What follows belongs to an exercise in optimizing a design on an open flow for a short achievable clock period and few clock cycles per item; a production flow would make more cautious choices.
RTL that was checked went through simulation tests only; none was proved equivalent to the original.
Power and IR drop assume default switching activity.

== run 1 ==
Design lc4_superscalar, start of the top module:
module lc4_superscalar #(
   parameter lc4_pkg::word_t RESET_PC = 16'h8200
) (
   input  logic              gwe,
   input  logic              i_rst,
   output lc4_pkg::word_t    o_cur_pc,
   input  lc4_pkg::word_t    i_insn_a,
   input  lc4_pkg::word_t    i_insn_b,
   output logic              o_wb_we_a,
   output lc4_pkg::reg_sel_t o_wb_rd_a,
   output lc4_pkg::word_t    o_wb_data_a,
   output lc4_pkg::word_t    o_wb_pc_a,
   output logic              o_wb_we_b,
   output lc4_pkg::reg_sel_t o_wb_rd_b,
   output lc4_pkg::word_t    o_wb_data_b,
   output lc4_pkg::word_t    o_wb_pc_b
);
   lc4_pkg::word_t pc;
   logic           p_valid, d_valid;
   logic           split;
   always_ff @(posedge gwe) begin
      if (i_rst) begin
         pc      <= RESET_PC;
         p_valid <= 1'b0;
         d_valid <= 1'b0;
      end else begin
         pc      <= split ? pc + 16'd1 : pc + 16'd2;
         p_valid <= 1'b1;
         d_valid <= p_valid;
      end
   end
   assign o_cur_pc = pc;
   logic [1:0][2:0]  f_rs, f_rt, f_rd;
   logic [1:0]       f_rs_re, f_rt_re, f_dwe, f_cnst, f_sub, f_lg, f_or;
   logic [1:0][15:0] f_imm;
   lc4_decoder fdec_a_i (
      .i_insn (i_insn_a), .o_rs (f_rs[0]), .o_rt (f_rt[0]), .o_rd (f_rd[0]),
      .o_rs_re (f_rs_re[0]), .o_rt_re (f_rt_re[0]), .o_rd_we (f_dwe[0]), .o_const (f_cnst[0]),
      .o_sub (f_sub[0]), .o_logic (f_lg[0]), .o_or (f_or[0]), .o_imm (f_imm[0])
   );
   lc4_decoder fdec_b_i (
      .i_insn (i_insn_b), .o_rs (f_rs[1]), .o_rt (f_rt[1]), .o_rd (f_rd[1]),
      .o_rs_re (f_rs_re[1]), .o_rt_re (f_rt_re[1]), .o_rd_we (f_dwe[1]), .o_const (f_cnst[1]),
      .o_sub (f_sub[1]), .o_logic (f_lg[1]), .o_or (f_or[1]), .o_imm (f_imm[1])
   );
   function automatic logic [7:0] onehot(input logic [2:0] r);
      onehot = 8'b1 << r;
   endfunction
   logic [1:0][2:0]  p_rs, p_rt, p_rd;
   logic [1:0]       p_rs_re, p_rt_re, p_dwe, p_cnst, p_sub, p_lg, p_or;
   logic [1:0][15:0] p_imm;
   logic [1:0][7:0]  p_rs_oh, p_rt_oh;
   logic [1:0][2:0]  rs, rt, rd;
   logic [1:0]       rs_re, rt_re, dwe, cnst, sub, lg, orr;
   logic [1:0][15:0] imm;
  ...
Size in the first run: ~5200 cells after synthesis, roughly 0.036 mm^2 of cells after synthesis.
Settings: LEC_CHECK=0, ABC_AREA=1, ABC_CLOCK_PERIOD_IN_PS=1800, CAP_MARGIN=20, CORE_MARGIN=2, CORE_UTILIZATION=45, SETUP_SLACK_MARGIN=3.2, SLEW_MARGIN=20; clock period 5.0 ns.
run.sh (not shown) runs the stock make flow with config.mk's settings and CLKGATE_MAP_FILE= SYNTH_SCRIPT=/design/flow/synth_recipe.tcl, a recipe that flattens the netlist after the stock synthesis.
Input-level comparison between run 2 and run 1:
--- a/flow/design.v
+++ b/flow/design.v
@@ -372,31 +372,31 @@
          .i_we (m_we[L]), .i_hold (L == 0 ? w_data_a[15:8] : w_data_b[15:8]),
          .o_res (hi_res[L]), .o_res_out (hi_out[L]), .o_res_hold (hi_w[L]), .o_cout ()
       );
    end
    always_ff @(posedge gwe) begin
       for (int i = 0; i < 8; i++) begin
          r_wmask_a[i] <= !i_rst && m_we[0] && (m_rd[0] == 3'(i));
          r_wmask_b[i] <= !i_rst && m_we[1] && (m_rd[1] == 3'(i));
       end
       r_hi     <= hi_res;
-      w_data_a <= {hi_w[0], m_lo[0]};
-      w_data_b <= {hi_w[1], m_lo[1]};
+      w_data_a <= {hi_w[0], m_we[0] ? m_lo[0] : w_data_a[7:0]};
+      w_data_b <= {hi_w[1], m_we[1] ? m_lo[1] : w_data_b[7:0]};
    end
    always_ff @(posedge gwe) begin
       if (i_rst) begin
          o_wb_we_a <= 1'b0;
          o_wb_we_b <= 1'b0;
       end else begin
          o_wb_we_a <= m_we[0];
          o_wb_we_b <= m_we[1];
       end
    end
    always_ff @(posedge gwe) begin
       o_wb_rd_a   <= m_rd[0];
       o_wb_rd_b   <= m_rd[1];
       o_wb_data_a <= {hi_out[0], m_lo[0] & {8{m_we[0]}}};
       o_wb_data_b <= {hi_out[1], m_lo[1] & {8{m_we[1]}}};
       o_wb_pc_a   <= m_pc[0];
-      o_wb_pc_b   <= m_pc[0] + 16'd1;    
+      o_wb_pc_b   <= m_pc[1];
    end
 endmodule
[compare] base=run 1 new=run 2: count of mapped cells out of synthesis shows an increase of about 0.8%; endpoint arrival time on the critical path shows a reduction of 1630 ps. Compared with run 1, placement density in the core of run 2 is higher. Looking at run 2 and run 1, the hold slack is a wash. Re sequential share of layout area: run 2 and run 1 aren't equal, and the higher value belongs to run 2. Net count after synthesis in run 2 is 43 higher than in run 1. Diff run 1 -> run 2: final critical delay including setup and external delays decreased 91 ps, die area went up, share of the clock period used by the worst path decreased by 1.8 points relative to the old numbers. Relative to run 1, the power density over cell area measured on run 2 has decreased by a few percent. Final instance area: run 2 worse than run 1.
Testbench counts of run 2, summed over its fixed seeds: cycles 7,176, insns 12,800.
The RTL of run 1 was laid out without a check of its function.

static timing again, ports no longer ideal:
No port has a modelled driver above. Below, the same layouts with a new extraction and two added sets of constraints.
Step 1 (the two cells are an assumption about what drives the block):
set clk [get_ports {gwe}]
set_driving_cell -lib_cell sky130_fd_sc_hd__clkbuf_16 $clk
set_driving_cell -lib_cell sky130_fd_sc_hd__buf_2 [delete_from_list [all_inputs] $clk]
Step 2, shift: input delay + t, output delay - t, t = (earliest + latest rising clock arrival at the registers) / 2. This alone moves slack from input paths to output paths.
Three values: no drivers, after step 1, after step 2; two values: the first two.
run | t (ns) | slack for setup (ns) | worst hold slack (ns) | clock arrival spread, ns | slew at the worst register clock pin (ns)
run 1 | 0.712 | 2.759 / 2.759 / 2.547 | 0.325 / 0.325 / 0.325 | 0.032 / 0.032 | 0.07 / 0.07
run 2 | 0.733 | 2.850 / 2.777 / 2.539 | 0.324 / 0.324 / 0.324 | 0.057 / 0.056 | 0.07 / 0.07
After both steps setup and hold are still met in every run listed. The setup slack of run 2, which loses most, moves by -0.073 ns with the drivers and by -0.311 ns with both steps.
